From an optimization exercise on the open Yosys and OpenROAD flow, aimed at small area, a short achievable clock period and few clock cycles per item; shortcuts taken in it are not production practice.
Function was checked by simulation only, so behaviour that the tests miss may differ from the original.

### config.mk
export PLATFORM = sky130hd
export DESIGN_NAME = ex_stage_top
export DESIGN_NICKNAME = ex_stage_top
export VERILOG_FILES = /design/flow/design.v
export SDC_FILE = /design/flow/constraint.sdc
export NUM_CORES = 4
export LEC_CHECK = 0
export CAP_MARGIN = 20
export CORE_MARGIN = 2
export CORE_UTILIZATION = 40
export SLEW_MARGIN = 20
### constraint.sdc
create_clock -name core_clock -period 9.0 [get_ports {clk}]
set_input_delay 1.8000 -clock core_clock [delete_from_list [all_inputs] [get_ports {clk}]]
set_output_delay 1.8000 -clock core_clock [all_outputs]
set_load 0.01 [all_outputs]
### design.v
module ex_stage_top
(
	input  logic        clk,
	input  logic        reset_i,
	input  logic        issue_valid_i,
	input  logic [31:0] issue_inst_i,
	input  logic [63:0] issue_op1_i,
	input  logic [63:0] issue_op2_i,
	input  logic [63:0] issue_base_i,
	input  logic [63:0] issue_offset_i,
	input  logic [4:0]  issue_rd_i,
	output logic        wb_valid_o,
	output logic [4:0]  wb_rd_o,
	output logic [63:0] wb_data_o,
	output logic        redirect_valid_o,
	output logic [63:0] redirect_target_o,
	output logic        hold_o
);
	localparam int D     = 8;
	localparam int SB    = 2 * D;
	localparam int NSTEP = 64 / SB;
	localparam int NSW   = 32 / SB;
	localparam int CW    = (NSTEP > 1) ? $clog2(NSTEP) : 1;
	localparam int SW    = 65 + SB;
	logic [6:0] opc;
	logic [2:0] f3;
	logic [6:0] f7;
	logic       f7_zero;
	logic       f7_alt;
	logic       i6_zero;
	logic       i6_alt;
	assign opc     = issue_inst_i[6:0];
	assign f3      = issue_inst_i[14:12];
	assign f7      = issue_inst_i[31:25];
	assign f7_zero = f7 == 7'b0000000;
	assign f7_alt  = f7 == 7'b0100000;
	assign i6_zero = issue_inst_i[31:26] == 6'b000000;
	assign i6_alt  = issue_inst_i[31:26] == 6'b010000;
	logic op_op;
	logic op_imm;
	logic op_32;
	logic op_imm32;
	logic op_br;
	logic op_jal;
	logic op_jalr;
	logic op_lui;
	logic op_auipc;
	assign op_op    = opc == 7'b0110011;
	assign op_imm   = opc == 7'b0010011;
	assign op_32    = opc == 7'b0111011;
	assign op_imm32 = opc == 7'b0011011;
	assign op_br    = opc == 7'b1100011;
	assign op_jal   = opc == 7'b1101111;
	assign op_jalr  = opc == 7'b1100111;
	assign op_lui   = opc == 7'b0110111;
	assign op_auipc = opc == 7'b0010111;
	logic legal;
	logic is_mul;
	always_comb begin
		legal = op_jal || op_jalr || op_lui || op_auipc;
		if (op_op) begin
			legal = f7_zero || (f7_alt && (f3 == 3'd0 || f3 == 3'd5));
		end
		if (op_imm) begin
			case (f3)
				3'd1:    legal = i6_zero;
				3'd5:    legal = i6_zero || i6_alt;
				default: legal = 1'b1;
			endcase
		end
		if (op_32) begin
			case (f3)
				3'd0, 3'd5: legal = f7_zero || f7_alt;
				3'd1:       legal = f7_zero;
				default:    legal = 1'b0;
			endcase
		end
		if (op_imm32) begin
			case (f3)
				3'd0:    legal = 1'b1;
				3'd1:    legal = f7_zero;
				3'd5:    legal = f7_zero || f7_alt;
				default: legal = 1'b0;
			endcase
		end
	end
	assign is_mul = f7 == 7'b0000001 &&
		((op_op && !f3[2]) || (op_32 && f3 == 3'd0));
	logic i6;
	logic i5;
	logic i3;
	logic i2;
	logic alt;
	logic cls;
	logic word;
	logic sub;
	assign i6   = issue_inst_i[6];
	assign i5   = issue_inst_i[5];
	assign i3   = issue_inst_i[3];
	assign i2   = issue_inst_i[2];
	assign alt  = issue_inst_i[30];
	assign cls  = !i6 && !i2;
	assign word = !i6 && i3;
	assign sub  = !i2 && (i6 || ((f3 == 3'd0) ? (alt && i5) : (f3[2:1] == 2'b01)));
	logic [63:0] op1;
	logic [63:0] op2;
	logic [64:0] addsub;
	logic [63:0] sum;
	logic        ltu;
	logic        lt;
	logic        eq;
	assign op1 = issue_op1_i;
	assign op2 = issue_op2_i;
	assign addsub = {1'b0, op1} + {1'b0, op2 ^ {64{sub}}} + {64'd0, sub};
	assign sum    = addsub[63:0];
	assign ltu    = !addsub[64];
	assign lt     = (op1[63] ^ op2[63]) ? op1[63] : sum[63];
	assign eq     = op1 == op2;
	logic        sh_left;
	logic        sh_fill;
	logic [5:0]  shamt;
	logic [63:0] sh_in;
	logic [63:0] sh_out;
	logic [63:0] op1_rev;
	logic [63:0] sh_out_rev;
	always_comb begin
		for (int i = 0; i < 64; i++) begin
			op1_rev[i]    = op1[63 - i];
			sh_out_rev[i] = sh_out[63 - i];
		end
	end
	assign sh_left = !f3[2];
	assign sh_fill = alt && (word ? op1[31] : op1[63]);
	assign shamt   = {op2[5] && !word, op2[4:0]};
	assign sh_in   = sh_left ? op1_rev :
		word ? {{32{sh_fill}}, op1[31:0]} : op1;
	assign sh_out  = 64'($signed({sh_fill, sh_in}) >>> shamt);
	logic        s_add;
	logic        s_shl;
	logic        s_shr;
	logic        s_slt;
	logic        s_xor;
	logic        s_or;
	logic        s_and;
	logic        s_lui;
	logic [63:0] res;
	logic [63:0] alu_res;
	assign s_add = (cls && f3 == 3'd0) || (i2 && (i6 || !i5));
	assign s_shl = cls && f3 == 3'd1;
	assign s_shr = cls && f3 == 3'd5;
	assign s_slt = cls && f3[2:1] == 2'b01;
	assign s_xor = cls && f3 == 3'd4;
	assign s_or  = cls && f3 == 3'd6;
	assign s_and = cls && f3 == 3'd7;
	assign s_lui = !i6 && i2 && i5;
	assign res =
		({64{s_add}} & sum) |
		({64{s_shl}} & sh_out_rev) |
		({64{s_shr}} & sh_out) |
		{63'd0, s_slt && (f3[0] ? ltu : lt)} |
		({64{s_xor}} & (op1 ^ op2)) |
		({64{s_or}}  & (op1 | op2)) |
		({64{s_and}} & (op1 & op2)) |
		({64{s_lui}} & op1);
	assign alu_res = word ? {{32{res[31]}}, res[31:0]} : res;
	logic br_cond;
	logic redirect;
	assign br_cond  = f3[2] ? (f3[1] ? ltu : lt) : eq;
	assign redirect = (op_br && f3[2:1] != 2'b01 && (br_cond ^ f3[0])) ||
		op_jal || op_jalr;
	logic          busy_q;
	logic [CW-1:0] cnt_q;
	logic          w_q;
	logic          hi_q;
	logic          a_hi_q;
	logic          ext_q;
	logic          bprev_q;
	logic [64:0]   acc_q;
	logic          wb_valid_q;
	logic [4:0]    wb_rd_q;
	logic [63:0]   wb_data_q;
	logic          redirect_valid_q;
	logic [63:0]   redirect_target_q;
	logic          accept;
	logic          last;
	logic [64:0]   mcand;
	logic [SB:0]   mbits;
	assign accept = issue_valid_i && !busy_q;
	assign last   = w_q ? (cnt_q == CW'(NSW - 1)) : (cnt_q == CW'(NSTEP - 1));
	assign mcand  = {a_hi_q, redirect_target_q};
	assign mbits  = {wb_data_q[SB-1:0], bprev_q};
	logic [SW-1:0] rows [D];
	logic [SW-1:0] negs;
	always_comb begin
		negs = '0;
		for (int j = 0; j < D; j++) begin
			logic b2;
			logic b1;
			logic b0;
			logic neg;
			logic one;
			logic two;
			logic [65:0] mag;
			logic [65:0] r;
			b2  = mbits[2 * j + 2];
			b1  = mbits[2 * j + 1];
			b0  = mbits[2 * j];
			neg = b2 && !(b1 && b0);
			one = b1 ^ b0;
			two = b2 ? (!b1 && !b0) : (b1 && b0);
			mag = ({66{one}} & {mcand[64], mcand}) | ({66{two}} & {mcand, 1'b0});
			r   = mag ^ {66{neg}};
			rows[j] = SW'({!r[65], r[64:0]}) << (2 * j);
			negs[2 * j] = neg;
		end
	end
	function automatic logic [SW-1:0] sign_const();
		logic [SW-1:0] k;
		k = (SW'(1) << 64) + (SW'(1) << (SW - 1));
		for (int j = 0; j < D; j++) begin
			k = k + (SW'(1) << (65 + 2 * j));
		end
		sign_const = -k;
	endfunction
	logic [64:0]   ext_val;
	logic [SW-1:0] ext_row;
	logic [SW-1:0] acc_row;
	assign ext_val = (ext_q && last) ? mcand : 65'd0;
	assign ext_row = {!ext_val[64], ext_val[63:0], {SB{1'b0}}};
	assign acc_row = SW'({!acc_q[64], acc_q[63:0]});
	localparam int NR = D + 3;
	function automatic int next_rows(input int n);
		next_rows = 2 * (n / 3) + (n % 3);
	endfunction
	function automatic int tree_levels(input int n);
		int l;
		int m;
		l = 0;
		m = n;
		while (m > 2) begin
			m = next_rows(m);
			l++;
		end
		tree_levels = l;
	endfunction
	function automatic int rows_at(input int n, input int level);
		int m;
		m = n;
		for (int l = 0; l < level; l++) begin
			m = next_rows(m);
		end
		rows_at = m;
	endfunction
	localparam int NL = tree_levels(NR);
	logic [(NL + 1) * NR * SW - 1:0] tree;
	assign tree[0 * SW +: SW] = acc_row;
	assign tree[1 * SW +: SW] = ext_row;
	assign tree[2 * SW +: SW] = sign_const() | negs;
	genvar gj;
	generate
		for (gj = 0; gj < D; gj++) begin : g_rows
			assign tree[(3 + gj) * SW +: SW] = rows[gj];
		end
	endgenerate
	genvar gl;
	genvar gt;
	generate
		for (gl = 0; gl < NL; gl++) begin : g_level
			localparam int N  = rows_at(NR, gl);
			localparam int N3 = N / 3;
			localparam int IB = gl * NR * SW;
			localparam int OB = (gl + 1) * NR * SW;
			for (gt = 0; gt < N3; gt++) begin : g_csa
				logic [SW-1:0] x;
				logic [SW-1:0] y;
				logic [SW-1:0] z;
				assign x = tree[IB + (3 * gt) * SW +: SW];
				assign y = tree[IB + (3 * gt + 1) * SW +: SW];
				assign z = tree[IB + (3 * gt + 2) * SW +: SW];
				assign tree[OB + (2 * gt) * SW +: SW]     = x ^ y ^ z;
				assign tree[OB + (2 * gt + 1) * SW +: SW] =
					{((x & y) | (x & z) | (y & z)), 1'b0};
			end
			for (gt = 3 * N3; gt < N; gt++) begin : g_pass
				assign tree[OB + (gt - N3) * SW +: SW] = tree[IB + gt * SW +: SW];
			end
			for (gt = N - N3; gt < NR; gt++) begin : g_zero
				assign tree[OB + gt * SW +: SW] = '0;
			end
		end
	endgenerate
	logic [SW-1:0] step_sum;
	logic [63:0]   low_next;
	logic [63:0]   mul_res;
	assign step_sum = tree[NL * NR * SW +: SW] + tree[NL * NR * SW + SW +: SW];
	assign low_next = {step_sum[SB-1:0], wb_data_q[63:SB]};
	always_comb begin
		if (w_q) begin
			mul_res = {{32{low_next[63]}}, low_next[63:32]};
		end else if (hi_q) begin
			mul_res = step_sum[SW-2:SB];
		end else begin
			mul_res = low_next;
		end
	end
	always_ff @(posedge clk) begin
		if (reset_i) begin
			busy_q           <= 1'b0;
			wb_valid_q       <= 1'b0;
			redirect_valid_q <= 1'b0;
		end else if (busy_q) begin
			busy_q           <= !last;
			wb_valid_q       <= last;
			redirect_valid_q <= 1'b0;
		end else begin
			busy_q           <= accept && is_mul;
			wb_valid_q       <= accept && !is_mul && legal;
			redirect_valid_q <= accept && !is_mul && redirect;
		end
	end
	always_ff @(posedge clk) begin
		if (busy_q) begin
			cnt_q     <= cnt_q + 1'b1;
			bprev_q   <= wb_data_q[SB-1];
			acc_q     <= step_sum[SW-1:SB];
			wb_data_q <= last ? mul_res : low_next;
		end else begin
			cnt_q             <= '0;
			bprev_q           <= 1'b0;
			acc_q             <= '0;
			w_q               <= i3;
			hi_q              <= f3 != 3'd0;
			a_hi_q            <= op1[63] && (f3 == 3'd1 || f3 == 3'd2);
			ext_q             <= op2[63] && f3[1] && !i3;
			wb_rd_q           <= issue_rd_i;
			wb_data_q         <= is_mul ? op2 : alu_res;
			redirect_target_q <= is_mul ? op1 : issue_base_i + issue_offset_i;
		end
	end
	assign wb_valid_o        = wb_valid_q;
	assign wb_rd_o           = wb_rd_q;
	assign wb_data_o         = wb_data_q;
	assign redirect_valid_o  = redirect_valid_q;
	assign redirect_target_o = redirect_target_q;
	assign hold_o            = busy_q;
endmodule
### run.sh
#!/bin/bash
# synth_recipe.tcl (not shown) runs the flow's synth.tcl, then flattens the netlist and writes it again
# the make line also repeats each setting of config.mk as NAME=value (left out here)
make -C /OpenROAD-flow-scripts/flow DESIGN_CONFIG=/design/flow/config.mk WORK_HOME=/design/flow/orfs CLKGATE_MAP_FILE= SYNTH_SCRIPT=/design/flow/synth_recipe.tcl finish
==> run notes <==
outcome=complete, no violations; YS warnings=2; fill count=between 10000 and 15000; layout cell share with drive strength beyond 1=7.526%; area leader, netlist=fa_1; post-synthesis xor/xnor area fraction=approximately an eighth; synthesized cell area=0.05637 mm²; critical path type=flip-flop to flip-flop; Setup TNS Final=0 ps; Rows=around 140; type of the tightest min-delay check=flip-flop to flip-flop; final core utilization=45.95%; Slew HR=14.40%; total of max-cap violations=0; routed via count=58730; 1st-pass router iterations=7; post-route cell area=0.06420 mm²; largest family of logic cells by synthesized area=adder cells; first-pass GRT wire length=approximately 430000 µm; grt ovf=0; vias in the first global route=56740; DR iter-0 viols=around 7800; EDFF count, synth=73; post-CTS resize count=0; syn_nets=8283; critical path startpoint category=flip-flop; most frequent cells in the layout=inv_1 (752), xnor2_1 (687), a22oi_1 (566); Final Cycle Share=approximately nine tenths; unrepaired setup endpoints after global routing=false; Final HPWL DP=247500 µm; Post-Synth Adder-Cell Area=28.63%; area post-placement=0.06319 mm²; min Tclk post-route=8275 ps; Worst Tran Pin Value=1271 ps; DRC=0; Core ar.=~0.14 mm²; mux share of post-synthesis cell area=under 10%; Area Overhead vs Synth=13.89%; most common cell after layout, fill and taps aside=inv_1; antenna violations before repair=25; sequential area share after synthesis=just under 9%; FF+latch count, synth=208; Fin. Hold Viols=0; GP Congestion=1.107; CP Capture Type=flip-flop; final setup fails=0; top cells by area, synth=fa_1 (18%), xnor2_1 (11%), ha_1 (10%); CTS tree=built; post-synthesis instance total=roughly 7000; pin count of the biggest net entering global routing=70; clk buf depth=3; Synth cell types=96; Synth Area in Compound Gates=25.88%; Vias/cell=6.483; hold buffers post-CTS=0; io pins=roughly 430; H-tree Lvls=1; Final Max Tran Viols=0; routed wire length=~310000 µm; CP arrival=8780 ps; critical path fanouts, max=41; sequential cell area=0.004898 mm²; clk slew on worst S/H paths=70 ps; Crit path required time=9500 ps; share of Yosys cell area claimed by the top area cell type=18.33%; GRT Overall Usage=about two fifths; commonest register cell after synthesis=dfxtp_1; routed wire length per instance=33.98 µm; DIE HEIGHT=approximately 380 µm; TritonCTS Sinks=208; root buf cell=clkbuf_16; ANT nets after route=0; Async S/R FF share, synth=0%; DIE WIDTH=379.4 µm; Final nets=8428; post-synthesis simple-gate area fraction=11.16%; Clock Latency Late Sink=640 ps; final clock skew=71.36 ps; Post-CTS Setup Inserts=0; footprint of the multi-input gates=0.04634 mm²; FMAX=0.1208 GHz; Buffers on Ports=416; Initial Util=between 40% and 50%; total die area=between 0.1 and 0.15 mm²; Synth Area per Inst=8.044 µm²; TritonCTS buffer count=29
## final timing paths
path	start	end	slack, ps	cells after the start
setup / recovery	wb_data_q[1]	wb_data_q[55]	720	26
setup reg to reg	wb_data_q[1]	wb_data_q[55]	720	26
hold / removal	cnt_q[0]	cnt_q[0]	480	1
hold reg to reg	cnt_q[0]	cnt_q[0]	480	1
## synthesized netlist by cell type (all sizes together), types with 73 or more instances
| master | instances |
|---|---|
| edfxtp | 73 |
| inv | 756 |
| nand3 | 86 |
| xor2 | 91 |
| mux2i | 76 |
| nand2 | 447 |
| ha | 464 |
| a221oi | 79 |
| nor3 | 98 |
| fa | 516 |
| nor2 | 316 |
| xnor2 | 687 |
| clkbuf | 439 |
| buf | 174 |
| a21oi | 405 |
| o21ai | 432 |
| a21o | 133 |
| and2 | 130 |
| dfxtp | 135 |
| a22oi | 566 |
## registers in the layout (all words and copies together) (netlist names)
| register | flops |
|---|---|
| a_hi_q | 1 |
| acc_q | 65 |
| bprev_q | 1 |
| busy_q | 1 |
| cnt_q | 2 |
| ext_q | 1 |
| hi_q | 1 |
| redirect_target_q | 64 |
| redirect_valid_q | 1 |
| w_q | 1 |
| wb_data_q | 64 |
| wb_rd_q | 5 |
| wb_valid_q | 1 |
## layout make-up
class                      instances  area share (%)
multi-input combinational       5427           72.18
timing repair buffer             727           10.52
sequential                       208           7.630
inverter                         759           4.442
tap                             1876           3.656
clock buffer                      38           1.331
clock inverter                    16          0.2046
antenna                            9         0.03508
## layer usage
metal  up-vias  share of wire (%)  GRT usage [%]
li1      24870                  -              -
met1     29080                 38          53.02
met3       852                 11          10.58
met2      3921                 42          62.84
met5         -              0.033              0
met4        14                8.2          27.73
## critical path, stage by stage, from the launching register on
cell,delay (ps)
dfxtp_1,410
ha_1,240
mux2_2,650
buf_12,320
a22oi_1,120
xnor2_1,250
fa_1,500
fa_1,550
inv_1,50
fa_1,470
fa_1,500
inv_1,50
fa_1,460
ha_1,450
nand2_1,170
nor4_1,600
nand2_1,120
a311oi_1,330
nor3_1,80
buf_4,180
o211a_1,270
o31a_1,310
nor3_1,210
nor3_1,100
xnor2_1,160
a221oi_1,450
nand2_1,90
## logic make-up (layout without fill, tap and decap cells)
kind of cell / count (synthesis) / count (layout)
mux: 166 / 166
other cells: 0 / 9
xor+xnor: 778 / 778
flops: 208 / 208
fa+ha+maj: 980 / 980
compound gates: 2168 / 2168
simple gates: 1335 / 1335
buf+inv: 1372 / 1540
## per-stage QoR
step / setup WS (ps) / hold WS [ps] / std cells
2_1_floorplan: 1847 / 440.1 / 7007
3_3_place_gp: 742.0 / 459.0 / 8997
3_5_place_dp: 811.7 / 467.4 / 8997
4_1_cts: 826.9 / 480.6 / 9051
5_1_grt: 362.2 / 512.8 / 9051
6_report: 724.5 / 475.7 / 9060
Testbench counts, summed over its fixed seeds: cycles 11,057, instructions 8,000.

what the ideal ports hide:
The results above use ideal ports. As a check the final layout listed here was re-extracted and re-timed, cells and wires unchanged.
Step 1: set_driving_cell puts a clkbuf_16 on clk and a buf_2 on each other input, an assumption about the parent block.
Step 2 also shifts input and output timing later by t, the mid clock arrival at the registers, as if the neighbouring blocks saw the same clock.
Slacks: ideal / step 1 / step 2; pairs: ideal / step 1.
t (ns): 0.655
setup slack, ns: 0.725 / 0.725 / 0.529
slew at the worst register clock pin (ns): 0.07 / 0.07
After both steps this run still meets setup and hold. The setup slack of this run moves by 0.000 ns with the drivers and by -0.196 ns with both steps.
